Source: an optimization exercise on an open RTL-to-GDS flow (aim: small area). Production flows keep margins and buffers that such runs may drop. In this exercise RTL edits were held to simulation tests only and were not proved equivalent to the original. The flow treats the clock pin as an ideal source, which a real chip does not have. Power and IR drop assume default switching activity.

File: flow/design.v
package itbt_pkg;
   localparam int VALUE_WIDTH = 32;
   localparam int MAX_TRITS   = 21;
   localparam logic [4:0] S_FIRST = 5'd12;
   localparam logic [4:0] S_TOP   = 5'd22;
   localparam logic [31:0] T_POW = 32'h1173ba57;
   localparam logic [31:0] T_KA  = 32'h55010dff;
   localparam logic [31:0] T_KB  = 32'hf58831e5;
endpackage
module int_to_balanced_ternary_core (
   input  logic                                   clock,
   input  logic                                   reset,
   input  logic                                   start,
   output logic                                   busy,
   input  logic signed [itbt_pkg::VALUE_WIDTH-1:0] req_value,
   output logic                                   rsp_strobe,
   output logic signed [1:0]                      rsp_trit,
   output logic                                   rsp_last_trit
);
   logic [4:0]  pass_ff;
   logic [4:0]  bit_ff;
   logic [31:0] e_ff;           
   logic [1:0]  acc_ff;         
   logic        gt_ff, le_ff;
   logic [1:0]  d_ff;           
   logic        started_ff;
   logic        first_bit, top_bit, idle, last, live, pass0, mul3;
   logic        a, q, k, gp, lp;
   logic [1:0]  acc;
   logic [2:0]  sum;
   logic        o, gt_in, le_in;
   assign first_bit = (bit_ff == itbt_pkg::S_FIRST);
   assign top_bit   = (bit_ff == itbt_pkg::S_TOP);
   assign idle      = (pass_ff == 5'd31);
   assign last      = (pass_ff == 5'd21);
   assign live      = (pass_ff <= 5'd21);
   assign pass0     = (pass_ff == 5'd0);
   assign mul3      = (pass_ff >= 5'd2);
   assign busy          = ~(idle & top_bit);
   assign rsp_strobe    = first_bit & live & (d_ff[0] | started_ff | last);
   assign rsp_trit      = d_ff;
   assign rsp_last_trit = last;
   assign a   = e_ff[0];       
   assign q   = d_ff[0] & (first_bit | (itbt_pkg::T_POW[bit_ff] ^ ~d_ff[1]));
   assign acc = first_bit ? 2'd0 : acc_ff;
   assign sum = {2'b00, a} + {2'b00, q} + {1'b0, acc};
   assign o   = sum[0];
   assign k  = pass0 ? itbt_pkg::T_KA[bit_ff] : itbt_pkg::T_KB[bit_ff];
   assign gp = ~first_bit & gt_ff;
   assign lp = first_bit | le_ff;
   always_comb begin
      if (top_bit) begin
         gt_in = ~o & gp;
         le_in = o & lp;
      end else begin
         gt_in = (o & ~k) | (~(o ^ k) & gp);
         le_in = (~o & ~k) | ((o ^ k) & lp);
      end
   end
   always_ff @(posedge clock) begin
      if (reset) begin
         bit_ff  <= itbt_pkg::S_TOP;
         pass_ff <= 5'd31;
      end else begin
         bit_ff  <= {bit_ff[3:0], bit_ff[4] ^ bit_ff[2] ^ (bit_ff[3:0] == 4'd0)};
         pass_ff <= pass_ff + {4'd0, top_bit & (~idle | start)};
      end
   end
   always_ff @(posedge clock) begin
      acc_ff <= sum[2:1] + {1'b0, mul3 & a};
      gt_ff  <= gt_in;
      le_ff  <= le_in;
   end
   always_ff @(posedge clock) begin
      if (busy) begin
         e_ff   <= {~o, ~e_ff[31:1]};
         if (top_bit) d_ff <= {le_in, gt_in | le_in};
         if (first_bit & d_ff[0]) started_ff <= 1'b1;
      end else begin
         e_ff       <= req_value ^ 32'haaaaaaaa;
         d_ff       <= 2'b00;
         started_ff <= 1'b0;
      end
   end
endmodule
File: flow/flow/run.sh
#!/bin/bash
# ORFS layout of the standard flow's config, with three changes:
# - synthesis maps the logic with area-oriented ABC scripts (flow/area*.abc, the same
#   script with four random seeds for ABC's &deepsyn), run side by side, and keeps the
#   smallest netlist; flip-flops are mapped before ABC, exactly as in the standard synthesis;
# - the port buffers are plain buf_1 cells;
# - before CTS the flip-flops are split into CLOCK_GROUPS groups, each clocked by one
#   CLOCK_ROOT_BUF buffer that the clock port drives (flow/clock.tcl), so CTS finds the
#   clock already buffered.
# Each tool's output goes to a log of its own.
set -euo pipefail
W=$(pwd)
export BUFFER_PORTS_ARGS="-buffer_cell sky130_fd_sc_hd__buf_1"
export CLOCK_ROOT_BUF=sky130_fd_sc_hd__clkbuf_8
export CLOCK_GROUPS=3
export PRE_CTS_TCL=$W/flow/clock.tcl
best=""
best_area=""
for s in 1 2 3 4; do
  sed -e "s#SYNTH_SCRIPT=[^ ]*#SYNTH_SCRIPT=$W/flow/synth_area.tcl#" \
      -e "s#WORK_HOME=[^ ]*#WORK_HOME=$W/trial$s#" standard.sh > synth_trial$s.sh
  AREA_ABC_SCRIPT=$W/flow/area$s.abc bash synth_trial$s.sh synth > synth_trial$s.log 2>&1 &
done
wait
for s in 1 2 3 4; do
  stat=$W/trial$s/reports/$FLOW_PLATFORM/int_to_balanced_ternary_core/base/synth_stat.txt
  [[ -f $stat ]] || continue
  a=$(awk '/Chip area for module/ {print $NF}' "$stat")
  echo "trial $s: synthesised area $a" >> synth_choice.log
  if [[ -z "$best" ]] || awk -v a="$a" -v b="$best_area" 'BEGIN {exit !(a < b)}'; then
    best=$s
    best_area=$a
  fi
done
echo "kept trial $best" >> synth_choice.log
mv "$W/trial$best" "$W/orfs"
for s in 1 2 3 4; do rm -rf "$W/trial$s"; done
bash standard.sh finish > layout.log 2>&1
File: flow/flow/area1.abc
strash
&get -n
&deepsyn -T 60 -S 1
&put
dch -f
amap -F 20 -A 30
topo
File: flow/flow/area2.abc
strash
&get -n
&deepsyn -T 60 -S 2
&put
dch -f
amap -F 20 -A 30
topo
File: flow/flow/area3.abc
strash
&get -n
&deepsyn -T 60 -S 3
&put
dch -f
amap -F 20 -A 30
topo
File: flow/flow/area4.abc
strash
&get -n
&deepsyn -T 60 -S 4
&put
dch -f
amap -F 20 -A 30
topo
File: flow/flow/clock.tcl
# Clock distribution: the flip-flops are split into CLOCK_GROUPS groups by position
# (k-means with equal group sizes), and one clock buffer at the centre of each
# group drives its clock pins.
# The clock port drives only these buffers.
set block [ord::get_db_block]
set dbu [[ord::get_db_tech] getDbUnitsPerMicron]
set k $::env(CLOCK_GROUPS)
set pts {}
foreach inst [$block getInsts] {
  if { [[$inst getMaster] isSequential] } {
    set box [$inst getBBox]
    lappend pts [list $inst [expr { ([$box xMin] + [$box xMax]) / 2.0 / $dbu }] \
      [expr { ([$box yMin] + [$box yMax]) / 2.0 / $dbu }]]
  }
}
set pts [lsort -real -index 1 $pts]
set n [llength $pts]
# seed the centres along x
set cs {}
for { set j 0 } { $j < $k } { incr j } {
  set p [lindex $pts [expr { int(($j + 0.5) * $n / $k) }]]
  lappend cs [list [lindex $p 1] [lindex $p 2]]
}
# balanced k-means: each group takes at most ceil(n / k) flip-flops, assigned
# greedily by distance to the group centres
set cap [expr { ($n + $k - 1) / $k }]
for { set it 0 } { $it < 50 } { incr it } {
  set pairs {}
  set pi 0
  foreach p $pts {
    for { set j 0 } { $j < $k } { incr j } {
      set c [lindex $cs $j]
      lappend pairs [list [expr { abs([lindex $p 1] - [lindex $c 0]) + abs([lindex $p 2] - [lindex $c 1]) }] $pi $j]
    }
    incr pi
  }
  set pairs [lsort -real -index 0 $pairs]
  set owner [lrepeat $n -1]
  set fill [lrepeat $k 0]
  foreach pr $pairs {
    lassign $pr d pi j
    if { [lindex $owner $pi] >= 0 || [lindex $fill $j] >= $cap } { continue }
    lset owner $pi $j
    lset fill $j [expr { [lindex $fill $j] + 1 }]
  }
  set groups [lrepeat $k {}]
  set pi 0
  foreach p $pts {
    set j [lindex $owner $pi]
    lset groups $j [concat [lindex $groups $j] [list $p]]
    incr pi
  }
  set cs {}
  foreach g $groups {
    set sx 0.0
    set sy 0.0
    foreach p $g { set sx [expr { $sx + [lindex $p 1] }]; set sy [expr { $sy + [lindex $p 2] }] }
    set m [expr { max(1, [llength $g]) }]
    lappend cs [list [expr { $sx / $m }] [expr { $sy / $m }]]
  }
}
for { set j 0 } { $j < $k } { incr j } {
  set g [lindex $groups $j]
  if { [llength $g] == 0 } { continue }
  set pins {}
  foreach p $g { lappend pins [get_pins -of_objects [get_cells [[lindex $p 0] getName]] -filter "is_clock"] }
  set c [lindex $cs $j]
  puts "clock buffer $j at $c for [llength $g] registers"
  insert_buffer -buffer_cell $::env(CLOCK_ROOT_BUF) -net clock -load_pins [concat {*}$pins] \
    -location $c -buffer_name clkbuf_grp$j -net_name clk_grp$j
}
detailed_placement
File: flow/flow/synth_area.tcl
proc synth {args} { yosys synth -nofsm -noshare {*}$args }
proc abc {args} {
  set i [lsearch -exact $args -script]
  if { $i >= 0 } { set args [lreplace $args $i [expr { $i + 1 }]] }
  if { [info exists ::env(AREA_ABC_EXTRA)] } { lappend args {*}$::env(AREA_ABC_EXTRA) }
  yosys abc -script $::env(AREA_ABC_SCRIPT) {*}$args
}
source $::env(SCRIPTS_DIR)/synth.tcl
# left out here: clear keep_hierarchy, flatten, clean up, hide names made inside functions, write 1_2_yosys.v
File: flow/standard.sh
#!/bin/bash
# synth_recipe.tcl (not shown) runs the flow's synth.tcl, then flattens the netlist and writes it again
# the make line also repeats each setting of config.mk as NAME=value (left out here)
make -C /OpenROAD-flow-scripts/flow DESIGN_CONFIG=/design/flow/config.mk WORK_HOME=/design/flow/orfs CLKGATE_MAP_FILE= SYNTH_SCRIPT=/design/flow/synth_recipe.tcl "${@:-finish}"
File: flow/config.mk
export PLATFORM = sky130hd
export DESIGN_NAME = int_to_balanced_ternary_core
export DESIGN_NICKNAME = int_to_balanced_ternary_core
export VERILOG_FILES = /design/flow/design.v
export SDC_FILE = /design/flow/constraint.sdc
export NUM_CORES = 4
export LEC_CHECK = 0
export CAP_MARGIN = 20
export CORE_AREA = 2 2 59 59
export DIE_AREA = 0 0 61 61
export SLEW_MARGIN = 20
File: flow/constraint.sdc
create_clock -name core_clock -period 10.0 [get_ports {clock}]
set_input_delay 2.0000 -clock core_clock [delete_from_list [all_inputs] [get_ports {clock}]]
set_output_delay 2.0000 -clock core_clock [all_outputs]
set_load 0.01 [all_outputs]
==> out/results.tsv, run 1 <==
stage	metric	value	unit
finish	Reg area	980.9	µm²
pwr	Pint	0.3850	mW
floorplan	Initial Util	0.5524	
floorplan	# rows	20	
pwr	Comb pwr share	0.290	
timing	setup TNS	0	ns
clock_network	Clk Latency, worst-skew pair	0.16	ns
synthesis	multiplexer share of the synthesized area	0	
pwr	clock network fraction of total power	0.135	
synthesis	top-count cell post-synth	dfxtp_1	
synthesis	Synth top cells by count	49 x dfxtp_1, 24 x nand2_1, 24 x o21ai_0	
timing	clock skew	0.01987	ns
place	quantity of I/O buffers inserted on ports	39	
routing	post-DR wirelength/cell	12.83	µm
clock_network	Clk pin slew, worst setup/hold paths	0.10	ns
timing	Max Fclk	0.2336	GHz
hold_path	hold endpoint	e_ff[8]	
finish	final non-filler cell total	269	
synthesis	Synth Flop Type	dfxtp_1	
routing	DRT Wirelength	3452	µm
clock_network	Post-CTS Hold Buffers	0	
hold_path	hold depth	1	
place	placed inst area	1912	µm²
routing	first-pass iteration count of the detailed router	4	
clock_network	postcts setup bufs	0	
synthesis	combinational family with the most area after synthesis	compound AO/OA/AOI/OAI gates	
finish	share of cells above drive strength 1	0.02222	
pwr	Leakage Power	0.7101	nW
global_route	global-route wire length before repair	5747	µm
floorplan	Die ar.	3721	µm²
synthesis	Post-Syn Instances	182	
synthesis	Synth Area in Compound Gates	0.2141	
routing	Routed Antenna Nets	0	
synthesis	Seq/Total Area, Yosys	0.5769	
clock_network	post-CTS resize count	0	
critical_path	Worst Path Required	8.00	ns
synthesis	Synthesized Nets	222	
timing	Slew @ Worst Pin	0.4869	ns
finish	fillers	302	
synthesis	average size of a mapped cell	9.343	µm²
synthesis	asr flop ratio synth	0	
global_route	initial antenna violation count	0	
synthesis	share of the synthesized area in the top cell type	0.5769	
critical_path	FF-to-FF setup slack	6.69	ns
global_route	vias in the first global route	1346	
synthesis	post-synthesis xor/xnor area fraction	0	
job	# Max-Cap Violations	0	
critical_path	Reg-to-Reg End	le_ff	
timing	period utilization	0.4280	
global_route	largest net degree at the start of global routing	52	
finish	Final Cell Area	1953	µm²
place	Post-DP HPWL	2516	µm
routing	average via count per standard cell	5.305	
critical_path	peak fanout along the critical path	17	
global_route	GRT Total Usage	0.1988	
timing	unrepaired setup endpoints after global routing	false	
critical_path	WS Path Type	reg2out	
pwr	switch share	0.2998	
finish	n_diodes	0	
timing	Tmin final	4.280	ns
synthesis	Netlist cell types	26	
global_route	total congestion overflow	0	
status	outcome	complete, no violations	
place	placed cell count	266	
synthesis	synth warn	1	
timing	final setup fails	0	
routing	violation count after the first detailed-routing iteration	93	
floorplan	io pins	40	
critical_path	R2R depth	11	
floorplan	Die Span X	61	µm
critical_path	crit path launch	bit_ff[3]	
floorplan	Die Y	61	µm
routing	post-route DRC violation count	0	
pwr	maximum vdd drop	0.0002014	V
pwr	Seq pwr share	0.575	
hold_path	worst hold path type	reg2reg	
place	worst slack, placed	5.950	ns
timing	post-route setup slack	5.720	ns
timing	Worst slew margin	0.6734	
finish	Layout Nets	267	
hold_path	HP Start	e_ff[9]	
synthesis	adder-cell share of the synthesized area	0.04562	
pwr	Sw Pwr	0.1648	mW
timing	Final Hold Vio Count	0	
synthesis	Area contributors post-synth	dfxtp_1 58%, o21ai_0 7.1%, o22ai_1 6.3%	
finish	Area Overhead vs Synth	14.86	%
critical_path	CP arrival	2.28	ns
finish	Multi-input gate area	665.6	µm²
critical_path	crit path capture type	output pin	
synthesis	Post-Synthesis Cell Area	1700	µm²
place	GPL Wtd Cong	0.8780	
synthesis	Post-synth EDFFs	0	
floorplan	Core Region	3078	µm²
timing	Pins Over Slew Limit	0	
synthesis	largest area contributor in the synthesized netlist	dfxtp_1	
synthesis	synthesized flop and latch total	49	
routing	routed vias	1427	
pwr	pwr dens	281.5	nW/µm²
critical_path	startpoint types	flip-flop	
critical_path	worst r2r src	bit_ff[4]	
synthesis	Post-Synth Simple-Gate Area	0.1302	
## how the worst max path moves through the flow
| stage | endpoint | slack (ns) |
|---|---|---|
| 6_report | busy | 5.72 |
| 5_1_grt | busy | 5.47 |
| 4_1_cts | busy | 5.90 |
| 3_5_place_dp | busy | 5.95 |
| 3_3_place_gp | rsp_strobe | 6.08 |
| 2_1_floorplan | busy | 4.59 |
## layout make-up, without the clock buffers
type                            count  area share
Sequential cell                    49      0.5022
Timing Repair Buffer               40     0.07880
Tap cell                           44     0.02819
Inverter                           15     0.02883
Multi-Input combinational cell    118      0.3408
## kinds of logic (layout without fill, tap and decap cells)
group / Yosys count / after routing
compound gates: 62 / 62
buf+inv: 15 / 58
fa+ha+maj: 5 / 5
simple gates: 51 / 51
flops: 49 / 49
## state kept, by name, indices dropped and copies added, names as in the netlist
name / flops
bit_ff: 5
e_ff: 32
started_ff: 1
pass_ff: 5
acc_ff: 2
d_ff: 2
gt_ff: 1
le_ff: 1
## layout by cell type, fill, tap and decap left out, types with 2 or more instances in the layout
cell type	count
a21oi_1	9
a31oi_1	4
buf_1	39
clkbuf_8	3
clkinv_1	15
dfxtp_1	49
fa_1	2
ha_1	3
nand2_1	24
nand3_1	2
nor2_1	13
nor3_1	2
o21ai_0	24
o22ai_1	17
or2_0	4
## metal layers
layer  wire [µm]  track usage  vias up
met4          26      0.02174        0
met3         180      0.02132        4
met1        1536       0.2580      655
li1            -            -      728
met2        1709       0.3671       40
met5           0            0        -
## stage by stage
step	hold slack [ns]	total power, mW	utilization
6_report	0.4070	0.5498	0.6346
5_1_grt	0.4341	0.5935	0.6346
4_1_cts	0.4142	0.5397	0.6346
3_5_place_dp	0.4127	0.4793	0.6211
3_3_place_gp	0.4054	0.4679	0.6211
2_1_floorplan	0.4032	0.4305	-
## power groups by stage
stage	Sequential (mW)	Combinational, mW	Clock (mW)
final	0.316	0.160	0.0743
after global routing	0.325	0.185	0.0834
after CTS	0.322	0.161	0.0571
after detailed placement	0.319	0.160	0
after global placement	0.317	0.151	0
after floorplan	0.311	0.120	0
## critical path, cell delays in order (launching register included)
cell      delay (ns)
dfxtp_1         0.36
clkinv_1        0.19
o21ai_0         0.20
a31oi_1         0.17
nor2_1          0.16
clkinv_1        0.20
nor2_2          0.18
clkinv_1        0.41
buf_1           0.26
==> run 2, diff against run 1 <==
--- a/flow/flow/run.sh
+++ b/flow/flow/run.sh
@@ -13,6 +13,8 @@
 export BUFFER_PORTS_ARGS="-buffer_cell sky130_fd_sc_hd__buf_1"
 export CLOCK_ROOT_BUF=sky130_fd_sc_hd__clkbuf_8
 export CLOCK_GROUPS=3
+export CLOCK_GROUP_SIZES="20 20 9"
+export CLOCK_GROUP_BUFS="sky130_fd_sc_hd__clkbuf_8 sky130_fd_sc_hd__clkbuf_8 sky130_fd_sc_hd__clkbuf_4"
 export PRE_CTS_TCL=$W/flow/clock.tcl
 best=""
 best_area=""
--- a/flow/flow/clock.tcl
+++ b/flow/flow/clock.tcl
@@ -23,7 +23,12 @@
 }
 # balanced k-means: each group takes at most ceil(n / k) flip-flops, assigned
 # greedily by distance to the group centres
-set cap [expr { ($n + $k - 1) / $k }]
+set caps {}
+if { [info exists ::env(CLOCK_GROUP_SIZES)] } {
+  set caps $::env(CLOCK_GROUP_SIZES)
+} else {
+  for { set j 0 } { $j < $k } { incr j } { lappend caps [expr { ($n + $k - 1) / $k }] }
+}
 for { set it 0 } { $it < 50 } { incr it } {
   set pairs {}
   set pi 0
@@ -39,7 +44,7 @@
   set fill [lrepeat $k 0]
   foreach pr $pairs {
     lassign $pr d pi j
-    if { [lindex $owner $pi] >= 0 || [lindex $fill $j] >= $cap } { continue }
+    if { [lindex $owner $pi] >= 0 || [lindex $fill $j] >= [lindex $caps $j] } { continue }
     lset owner $pi $j
     lset fill $j [expr { [lindex $fill $j] + 1 }]
   }
@@ -66,7 +71,9 @@
   foreach p $g { lappend pins [get_pins -of_objects [get_cells [[lindex $p 0] getName]] -filter "is_clock"] }
   set c [lindex $cs $j]
   puts "clock buffer $j at $c for [llength $g] registers"
-  insert_buffer -buffer_cell $::env(CLOCK_ROOT_BUF) -net clock -load_pins [concat {*}$pins] \
+  set bufcell $::env(CLOCK_ROOT_BUF)
+  if { [info exists ::env(CLOCK_GROUP_BUFS)] } { set bufcell [lindex $::env(CLOCK_GROUP_BUFS) $j] }
+  insert_buffer -buffer_cell $bufcell -net clock -load_pins [concat {*}$pins] \
     -location $c -buffer_name clkbuf_grp$j -net_name clk_grp$j
 }
 detailed_placement
==> run 2 against run 1 <==
Still clean; critical path depth unchanged; clock skew down 0.010 ns; final cell count unchanged; synthesized area unchanged; largest power group unchanged; highest routed layer unchanged.
==> out/results.tsv, run 2 <==
stage	metric	value	unit
floorplan	Initial Util	0.5524	
timing	Worst slew margin	0.6732	
finish	share of cells above drive strength 1	0.02222	
synthesis	Post-Syn Instances	182	
routing	DRT Wirelength	3344	µm
critical_path	CP arrival	2.23	ns
floorplan	Core Region	3078	µm²
synthesis	Netlist cell types	26	
job	# Max-Cap Violations	0	
global_route	global-route wire length before repair	5664	µm
timing	Max Fclk	0.2367	GHz
critical_path	peak fanout along the critical path	17	
finish	number of flip-flops in the largest register	32	
synthesis	largest area contributor in the synthesized netlist	dfxtp_1	
clock_network	Post-CTS Hold Buffers	0	
finish	Area Overhead vs Synth	14.50	%
finish	n_diodes	0	
timing	setup TNS	0	ns
clock_network	post-CTS resize count	0	
routing	first-pass iteration count of the detailed router	4	
place	Post-DP HPWL	2516	µm
floorplan	io pins	40	
timing	unrepaired setup endpoints after global routing	false	
floorplan	Die ar.	3721	µm²
timing	period utilization	0.4225	
finish	post-layout util	0.6325	
synthesis	Synth Flop Type	dfxtp_1	
finish	most common cell after layout, fill and taps aside	dfxtp_1	
floorplan	Die Y	61	µm
synthesis	Synth top cells by count	49 x dfxtp_1, 24 x nand2_1, 24 x o21ai_0	
place	quantity of I/O buffers inserted on ports	39	
routing	post-route DRC violation count	0	
critical_path	delay of the slowest critical-path stage	0.42	ns
global_route	initial antenna violation count	0	
finish	Top Registers	e_ff x32, bit_ff x5, pass_ff x5	
synthesis	Post-synth EDFFs	0	
global_route	total congestion overflow	0	
finish	Final Cell Area	1947	µm²
synthesis	average size of a mapped cell	9.343	µm²
clock_network	Clk Latency, worst-skew pair	0.16	ns
timing	clock skew	0.009758	ns
critical_path	CP max-delay cell	dfxtp_1	
finish	fillers	309	
synthesis	synthesized flop and latch total	49	
floorplan	Die Span X	61	µm
finish	most frequent cells in the layout	49 x dfxtp_1, 39 x buf_1, 24 x nand2_1, 24 x o21ai_0, 17 x o22ai_1	
synthesis	top-count cell post-synth	dfxtp_1	
routing	met1 WL	1536	µm
synthesis	Post-Synthesis Cell Area	1700	µm²
synthesis	Area contributors post-synth	dfxtp_1 58%, o21ai_0 7.1%, o22ai_1 6.3%	
timing	Final Hold Vio Count	0	
synthesis	share of the synthesized area in the top cell type	0.5769	
hold_path	worst hold path type	reg2reg	
timing	final setup fails	0	
critical_path	WS Path Type	reg2out	
routing	violation count after the first detailed-routing iteration	94	
global_route	vias in the first global route	1347	
pwr	Leakage Power	0.7075	nW
critical_path	most used cell, CP	clkinv_1	
clock_network	postcts setup bufs	0	
finish	Biggest register	e_ff	
routing	Routed met3 length	144	µm
routing	post-DR wirelength/cell	12.43	µm
timing	Slew @ Worst Pin	0.4872	ns
synthesis	Synthesized Nets	222	
critical_path	startpoint types	flip-flop	
critical_path	Worst Path Required	8.00	ns
routing	top layer reached by signal wires	met4	
synthesis	asr flop ratio synth	0	
clock_network	Clk pin slew, worst setup/hold paths	0.11	ns
global_route	largest net degree at the start of global routing	52	
timing	Pins Over Slew Limit	0	
global_route	GRT Total Usage	0.1943	
finish	final non-filler cell total	269	
routing	average via count per standard cell	5.316	
routing	Routed Antenna Nets	0	
synthesis	Seq/Total Area, Yosys	0.5769	
critical_path	crit path capture type	output pin	
synthesis	synth warn	1	
place	placed cell count	266	
timing	Tmin final	4.225	ns
pwr	maximum vdd drop	0.0001721	V
pwr	Pwr Total	0.5428	mW
routing	met2 wire length	1608	µm
status	outcome	complete, no violations	
place	placed inst area	1912	µm²
place	GPL Wtd Cong	0.8780	
critical_path	critical path, cell by cell	clkinv_1 -> a21oi_1 -> a31oi_1 -> nor2_1 -> clkinv_1 -> nor2_2 -> clkinv_1 -> buf_1	
routing	routed vias	1430	
pwr	pwr dens	278.8	nW/µm²
finish	Layout Nets	267	
floorplan	# rows	20	
run 2: cell count changes in the layout (fill, tap and decap cells not counted):
cell | before | now
clkbuf_4 | 0 | 1
clkbuf_8 | 3 | 2
run 2: where the power goes:
group | leakage, nW | internal (mW) | switching, mW | total [mW]
Clock | 0.0190 | 0.0235 | 0.0446 | 0.0680
Combinational | 0.277 | 0.0733 | 0.0855 | 0.159
Sequential | 0.412 | 0.284 | 0.0322 | 0.316
run 2: cells by family after synthesis:
kind of cell / share of synthesized area
flip-flops: 0.5769
buffers and inverters: 0.03311
AND/OR/NAND/NOR: 0.1303
adder cells (fa/ha/maj): 0.04563
AO/OA/AOI/OAI: 0.2141
run 2: final cells by class, without the clock buffers:
cell class | instances | area, µm² | area share
flip-flops and latches | 49 | 980.9 | 0.5039
multi-input cells | 118 | 665.6 | 0.3419
repair buffers | 40 | 153.9 | 0.07905
inverters | 15 | 56.30 | 0.02892
well taps | 44 | 55.05 | 0.02828
run 2: final timing paths:
path / from / endpoint / slack (ns) / cells after the start
worst max-delay path: bit_ff[2] / busy / 5.77 / 8
worst min-delay path: e_ff[9] / e_ff[8] / 0.43 / 1
worst max register to register: bit_ff[4] / le_ff / 6.70 / 11
worst min register to register: e_ff[9] / e_ff[8] / 0.43 / 1
run 2: through the flow:
step           hold WS (ns)  worst slack, ns
2_1_floorplan        0.4032            4.595
3_3_place_gp         0.4054            6.079
3_5_place_dp         0.4127            5.950
4_1_cts              0.4142            5.937
5_1_grt              0.4461            5.492
6_report             0.4255            5.775
run 2: worst max-delay path: cells and delay by family (launching register included):
family,cells,cell delay [ns]
compound gates,2,0.27
simple gates,2,0.33
flops,1,0.42
buf+inv,4,1.05
run 2: layer usage:
| metal | GRT usage | vias up |
|---|---|---|
| met5 | 0 | - |
| met4 | 0.03416 | 0 |
| met3 | 0.01919 | 7 |
| met2 | 0.3564 | 35 |
| met1 | 0.2500 | 659 |
| li1 | - | 729 |
==> run 3, diff against run 2 <==
--- a/flow/flow/run.sh
+++ b/flow/flow/run.sh
@@ -5,7 +5,8 @@
 #   smallest netlist; flip-flops are mapped before ABC, exactly as in the standard synthesis;
 # - the port buffers are plain buf_1 cells;
 # - before CTS the flip-flops are split into CLOCK_GROUPS groups, each clocked by one
-#   CLOCK_ROOT_BUF buffer that the clock port drives (flow/clock.tcl), so CTS finds the
+#   buffer (CLOCK_GROUP_BUFS, else CLOCK_ROOT_BUF) that the clock port drives, with at most
+#   CLOCK_GROUP_SIZES flip-flops per group (flow/clock.tcl), so CTS finds the
 #   clock already buffered.
 # Each tool's output goes to a log of its own.
 set -euo pipefail
--- a/flow/config.mk
+++ b/flow/config.mk
@@ -8,4 +8,5 @@
 export CAP_MARGIN = 20
 export CORE_AREA = 2 2 59 59
 export DIE_AREA = 0 0 61 61
+export GPL_TIMING_DRIVEN = 0
 export SLEW_MARGIN = 20
==> run 3 against run 2 <==
Still clean on timing, DRC and antenna; critical path depth stayed put; setup slack worse by 0.39 ns; synthesized area stayed put; hold slack worse by 0.0012 ns; die area stayed put; register-to-register slack worse by 0.05 ns; largest cell class unchanged.
==> out/results.tsv, run 3 <==
stage	metric	value	unit
status	outcome	complete, no violations	
routing	post-DR wirelength/cell	11.50	µm
timing	Final Hold Vio Count	0	
critical_path	critical path's top delay family	buffers and inverters	
hold_path	worst hold path type	reg2reg	
critical_path	CP arrival	2.61	ns
global_route	largest net degree at the start of global routing	36	
global_route	vias in the first global route	1242	
critical_path	delay of the slowest critical-path stage	0.51	ns
critical_path	worst path bufs/invs	4	
routing	routed vias	1386	
timing	setup TNS	0	ns
pwr	clock network fraction of total power	0.132	
synthesis	Netlist cell types	26	
synthesis	asr flop ratio synth	0	
clock_network	Post-CTS Hold Buffers	0	
clock_network	postcts setup bufs	0	
routing	Routed Antenna Nets	0	
finish	Layout Nets	267	
global_route	GRT Total Usage	0.1775	
critical_path	critical path, cell by cell	clkinv_1 -> o21ai_0 -> a31oi_1 -> nor2_1 -> clkinv_1 -> nor2_4 -> clkinv_1 -> buf_1	
finish	n_diodes	0	
timing	clock skew	0.01197	ns
timing	unrepaired setup endpoints after global routing	false	
timing	Max Fclk	0.2168	GHz
routing	first-pass iteration count of the detailed router	4	
timing	Slew @ Worst Pin	0.5020	ns
floorplan	Die Span X	61	µm
floorplan	Core Region	3078	µm²
finish	Top Registers	e_ff x32, bit_ff x5, pass_ff x5	
clock_network	Clk Latency, worst-skew pair	0.17	ns
routing	DRT Wirelength	3094	µm
synthesis	Post-synth EDFFs	0	
synthesis	Post-Synthesis Cell Area	1700	µm²
floorplan	Initial Util	0.5524	
critical_path	most used cell, CP	clkinv_1	
floorplan	Die Y	61	µm
finish	most frequent cells in the layout	49 x dfxtp_1, 39 x buf_1, 24 x nand2_1, 24 x o21ai_0, 17 x o22ai_1	
pwr	Sw Pwr	0.1623	mW
place	GPL Wtd Cong	0.7783	
synthesis	share of the synthesized area in the top cell type	0.5769	
global_route	initial antenna violation count	0	
synthesis	Seq/Total Area, Yosys	0.5769	
finish	number of flip-flops in the largest register	32	
routing	post-route DRC violation count	0	
pwr	Comb pwr share	0.293	
critical_path	CP max-delay cell	clkinv_1	
global_route	total congestion overflow	0	
timing	Tmin final	4.612	ns
critical_path	crit path capture type	output pin	
critical_path	FF-to-FF setup slack	6.65	ns
synthesis	Synthesized Nets	222	
timing	Worst slew margin	0.6623	
synthesis	Area contributors post-synth	dfxtp_1 58%, o21ai_0 7.1%, o22ai_1 6.3%	
synthesis	Post-Syn Instances	182	
critical_path	WS Path Type	reg2out	
timing	Pins Over Slew Limit	0	
floorplan	Die ar.	3721	µm²
synthesis	largest area contributor in the synthesized netlist	dfxtp_1	
place	quantity of I/O buffers inserted on ports	39	
routing	violation count after the first detailed-routing iteration	46	
pwr	Leakage Power	0.7143	nW
synthesis	Synth Flop Type	dfxtp_1	
critical_path	peak fanout along the critical path	18	
finish	share of cells above drive strength 1	0.02222	
pwr	pwr dens	276.1	nW/µm²
clock_network	post-CTS resize count	0	
pwr	Pint	0.3821	mW
timing	period utilization	0.4612	
pwr	Pwr Total	0.5444	mW
synthesis	top-count cell post-synth	dfxtp_1	
synthesis	synthesized flop and latch total	49	
finish	Biggest register	e_ff	
floorplan	# rows	20	
pwr	maximum vdd drop	0.0001714	V
critical_path	Worst Path Required	8.00	ns
pwr	Seq pwr share	0.575	
synthesis	average size of a mapped cell	9.343	µm²
critical_path	startpoint types	flip-flop	
clock_network	Clk pin slew, worst setup/hold paths	0.12	ns
finish	Area Overhead vs Synth	15.97	%
synthesis	Synth top cells by count	49 x dfxtp_1, 24 x nand2_1, 24 x o21ai_0	
global_route	global-route wire length before repair	5195	µm
finish	most common cell after layout, fill and taps aside	dfxtp_1	
job	# Max-Cap Violations	0	
floorplan	io pins	40	
pwr	switch share	0.2982	
place	Post-DP HPWL	2299	µm
routing	average via count per standard cell	5.152	
synthesis	synth warn	1	
timing	final setup fails	0	
==> run 3: cell count changes in the layout (fill, tap and decap cells not counted) <==
cell,before,now
buf_16,0,1
nor2_4,0,1
nor2_2,1,0
buf_4,1,0
==> run 3: through the flow <==
step / hold slack, ns / setup WS [ns] / cell area (µm²) / utilization / std cells
3_5_place_dp: 0.4108 / 5.536 / 1937 / 0.6293 / 266
6_report: 0.4243 / 5.388 / 1972 / 0.6407 / 269
2_1_floorplan: 0.4032 / 4.595 / 1700 / - / 182
5_1_grt: 0.4386 / 5.068 / 1972 / 0.6407 / 269
3_3_place_gp: 0.4047 / 3.352 / 1902 / 0.6179 / 265
4_1_cts: 0.4145 / 5.545 / 1972 / 0.6407 / 269
==> run 3: layout make-up, without the clock buffers <==
| cell class | count | area, µm² |
|---|---|---|
| Fill cell | 288 | 1106 |
| Inverter | 15 | 56.30 |
| Multi-Input combinational cell | 118 | 670.6 |
| Sequential cell | 49 | 980.9 |
| Tap cell | 44 | 55.05 |
| Timing Repair Buffer | 40 | 173.9 |
==> run 3: kinds of logic (layout without fill, tap and decap cells) <==
kind of cell / Yosys count / after routing / synth area share
simple gates: 51 / 51 / 0.1303
compound gates: 62 / 62 / 0.2141
fa+ha+maj: 5 / 5 / 0.04563
flops: 49 / 49 / 0.5769
buf+inv: 15 / 58 / 0.03311
==> run 3: path summary, 6_finish.rpt <==
check,startpoint,to,cells past startpoint
max reg2reg,bit_ff[4],le_ff,11
max,bit_ff[3],busy,8
min reg2reg,e_ff[1],e_ff[0],1
min,e_ff[1],e_ff[0],1
==> run 3: layer usage <==
metal | vias to the layer above | part of all wire | GRT usage
met1 | 614 | 0.45 | 0.2249
met5 | - | 0 | 0
met3 | 6 | 0.055 | 0.03625
met4 | 0 | 0.010 | 0.03416
li1 | 730 | - | -
met2 | 36 | 0.48 | 0.3149
==> run 3: power groups by stage <==
stage / combinational, mW / sequential (mW) / clock (mW)
finish: 0.159 / 0.313 / 0.0721
global route: 0.183 / 0.323 / 0.0808
global placement: 0.147 / 0.315 / 0
CTS: 0.161 / 0.319 / 0.0529
detailed placement: 0.161 / 0.317 / 0
floorplan: 0.120 / 0.311 / 0
==> run 4, diff against run 3 <==
--- a/flow/config.mk
+++ b/flow/config.mk
@@ -8,5 +8,4 @@
 export CAP_MARGIN = 20
 export CORE_AREA = 2 2 59 59
 export DIE_AREA = 0 0 61 61
-export GPL_TIMING_DRIVEN = 0
 export SLEW_MARGIN = 20
==> run 4 against run 3 <==
Routed wire length up 8.1%; final cell count stayed put; flip-flop and latch count stayed put; via count increased by 3.2%; register-to-register slack better by 0.05 ns; design area shrank 1.3%; combinational power hardly changed; global-route usage rose by 1.7 points; critical endpoint unchanged; largest power group unchanged.
==> out/results.tsv, run 4 <==
stage	metric	value	unit
status	outcome	complete, no violations	
timing	hold_ws	0.4255	ns
critical_path	startpoint types	flip-flop	
synthesis	Post-Syn Instances	182	
clock_network	Clk pin slew, worst setup/hold paths	0.11	ns
finish	most common cell after layout, fill and taps aside	dfxtp_1	
floorplan	io pins	40	
critical_path	worst path bufs/invs	4	
hold_path	worst hold path type	reg2reg	
timing	Slew @ Worst Pin	0.4872	ns
clock_network	Clk Latency, worst-skew pair	0.16	ns
synthesis	Synth Area in Compound Gates	0.2141	
routing	routed vias	1430	
finish	n_diodes	0	
routing	first-pass iteration count of the detailed router	4	
synthesis	asr flop ratio synth	0	
routing	post-DR wirelength/cell	12.43	µm
timing	Pins Over Slew Limit	0	
global_route	largest net degree at the start of global routing	52	
synthesis	Post-Synth Simple-Gate Area	0.1302	
timing	period utilization	0.4225	
routing	violation count after the first detailed-routing iteration	94	
place	Post-DP HPWL	2516	µm
finish	most frequent cells in the layout	49 x dfxtp_1, 39 x buf_1, 24 x nand2_1, 24 x o21ai_0, 17 x o22ai_1	
synthesis	Synth Flop Type	dfxtp_1	
critical_path	Worst Path Required	8.00	ns
synthesis	Area contributors post-synth	dfxtp_1 58%, o21ai_0 7.1%, o22ai_1 6.3%	
synthesis	share of the synthesized area in the top cell type	0.5769	
global_route	initial antenna violation count	0	
synthesis	Seq/Total Area, Yosys	0.5769	
synthesis	multiplexer share of the synthesized area	0	
timing	unrepaired setup endpoints after global routing	false	
pwr	Leakage Power	0.7075	nW
timing	Final Hold Vio Count	0	
global_route	GRT Total Usage	0.1943	
critical_path	WS Path Type	reg2out	
synthesis	synthesized flop and latch total	49	
synthesis	top-count cell post-synth	dfxtp_1	
floorplan	Die ar.	3721	µm²
finish	Layout Nets	267	
floorplan	Core Region	3078	µm²
timing	Max Fclk	0.2367	GHz
place	quantity of I/O buffers inserted on ports	39	
global_route	total congestion overflow	0	
finish	post-layout util	0.6325	
timing	setup TNS	0	ns
pwr	pwr dens	278.8	nW/µm²
critical_path	CP max-delay cell	dfxtp_1	
finish	Biggest register	e_ff	
critical_path	crit path capture type	output pin	
clock_network	postcts setup bufs	0	
synthesis	synth warn	1	
synthesis	post-synthesis xor/xnor area fraction	0	
synthesis	Synthesized Nets	222	
synthesis	Post-Synthesis Cell Area	1700	µm²
synthesis	average size of a mapped cell	9.343	µm²
global_route	global-route wire length before repair	5664	µm
timing	Tmin final	4.225	ns
critical_path	CP arrival	2.23	ns
critical_path	critical path's top delay family	buffers and inverters	
finish	share of cells above drive strength 1	0.02222	
floorplan	Initial Util	0.5524	
routing	Routed Antenna Nets	0	
routing	post-route DRC violation count	0	
synthesis	combinational family with the most area after synthesis	compound AO/OA/AOI/OAI gates	
floorplan	Die Span X	61	µm
routing	average via count per standard cell	5.316	
synthesis	adder-cell share of the synthesized area	0.04562	
pwr	maximum vdd drop	0.0001721	V
synthesis	Netlist cell types	26	
finish	number of flip-flops in the largest register	32	
routing	DRT Wirelength	3344	µm
critical_path	most used cell, CP	clkinv_1	
finish	fillers	309	
synthesis	Post-synth EDFFs	0	
clock_network	Post-CTS Hold Buffers	0	
timing	final setup fails	0	
job	# Max-Cap Violations	0	
timing	clock skew	0.009758	ns
synthesis	Synth top cells by count	49 x dfxtp_1, 24 x nand2_1, 24 x o21ai_0	
critical_path	critical path, cell by cell	clkinv_1 -> a21oi_1 -> a31oi_1 -> nor2_1 -> clkinv_1 -> nor2_2 -> clkinv_1 -> buf_1	
critical_path	peak fanout along the critical path	17	
floorplan	Die Y	61	µm
clock_network	post-CTS resize count	0	
finish	Top Registers	e_ff x32, bit_ff x5, pass_ff x5	
timing	Worst slew margin	0.6732	
finish	Area Overhead vs Synth	14.50	%
critical_path	delay of the slowest critical-path stage	0.42	ns
synthesis	largest area contributor in the synthesized netlist	dfxtp_1	
global_route	vias in the first global route	1347	
place	GPL Wtd Cong	0.8780	
floorplan	# rows	20	
[run 4: cell types whose count changed in the layout (fill, tap and decap cells not counted)]
| cell | delta |
|---|---|
| nor2_2 | +1 |
| buf_4 | +1 |
| nor2_4 | -1 |
| buf_16 | -1 |
[run 4: cell type report, without the clock buffers]
type,count,area [µm²],area share
Sequential cell,49,980.9,0.5039
Multi-Input combinational cell,118,665.6,0.3419
Timing Repair Buffer,40,153.9,0.07905
Inverter,15,56.30,0.02892
Tap cell,44,55.05,0.02828
[run 4: worst paths after layout]
check | startpoint | end | slack, ns | depth (start not counted)
hold reg to reg | e_ff[9] | e_ff[8] | 0.43 | 1
hold / removal | e_ff[9] | e_ff[8] | 0.43 | 1
setup reg to reg | bit_ff[4] | le_ff | 6.70 | 11
setup / recovery | bit_ff[2] | busy | 5.77 | 8
[run 4: layer usage]
| metal | track usage | routed length, µm |
|---|---|---|
| met1 | 0.2500 | 1536 |
| met2 | 0.3564 | 1608 |
| met3 | 0.01919 | 144 |
| met4 | 0.03416 | 54 |
| met5 | 0 | 0 |
[run 4: through the flow]
| step | setup slack (ns) | cell area [µm²] | instances | power (mW) |
|---|---|---|---|---|
| 4_1_cts | 5.937 | 1947 | 269 | 0.5347 |
| 2_1_floorplan | 4.595 | 1700 | 182 | 0.4305 |
| 6_report | 5.775 | 1947 | 269 | 0.5428 |
| 3_3_place_gp | 6.079 | 1912 | 266 | 0.4679 |
| 5_1_grt | 5.492 | 1947 | 269 | 0.5886 |
| 3_5_place_dp | 5.950 | 1912 | 266 | 0.4793 |
[run 4: cell families after synthesis]
kind of cell | count (synthesis)
adders and majority gates | 5
AOI/OAI and AO/OA | 62
buffers and inverters | 15
and+or+nand+nor | 51
DFF | 49
[run 4: power breakdown]
group / leakage, nW / switching (mW) / internal [mW]
Clock: 0.0190 / 0.0446 / 0.0235
Sequential: 0.412 / 0.0322 / 0.284
Combinational: 0.277 / 0.0855 / 0.0733
Total: 0.707 / 0.162 / 0.381

[static timing again, ports no longer ideal]
In the flow no input, the clock included, has a driving cell. The finished layouts below were timed again as built, in two steps.
Step 1 sets driving cells, clkbuf_16 on the clock port and buf_2 on the other inputs (assumed; they add their load-dependent delay and slew).
Step 2, shift: input delay + t, output delay - t, t = (earliest + latest rising clock arrival at the registers) / 2. This alone moves slack from input paths to output paths.
Slacks: ideal ports / drivers / drivers and shift; pairs: ideal ports / drivers.
run | shift t [ns] | slack for setup (ns) | hold slack, ns | worst register clock-pin slew, ns | cell pins on the clock port's net
run 1 | 0.189 | 5.720 / 5.682 / 5.871 | 0.407 / 0.407 / 0.407 | 0.10 / 0.10 | 3
run 2 | 0.203 | 5.775 / 5.730 / 5.933 | 0.425 / 0.425 / 0.425 | 0.11 / 0.11 | 3
run 3 | 0.203 | 5.388 / 5.352 / 5.554 | 0.424 / 0.424 / 0.424 | 0.12 / 0.12 | 3
run 4 | 0.203 | 5.775 / 5.730 / 5.933 | 0.425 / 0.425 / 0.425 | 0.11 / 0.11 | 3
After both steps every run listed still meets setup and hold.
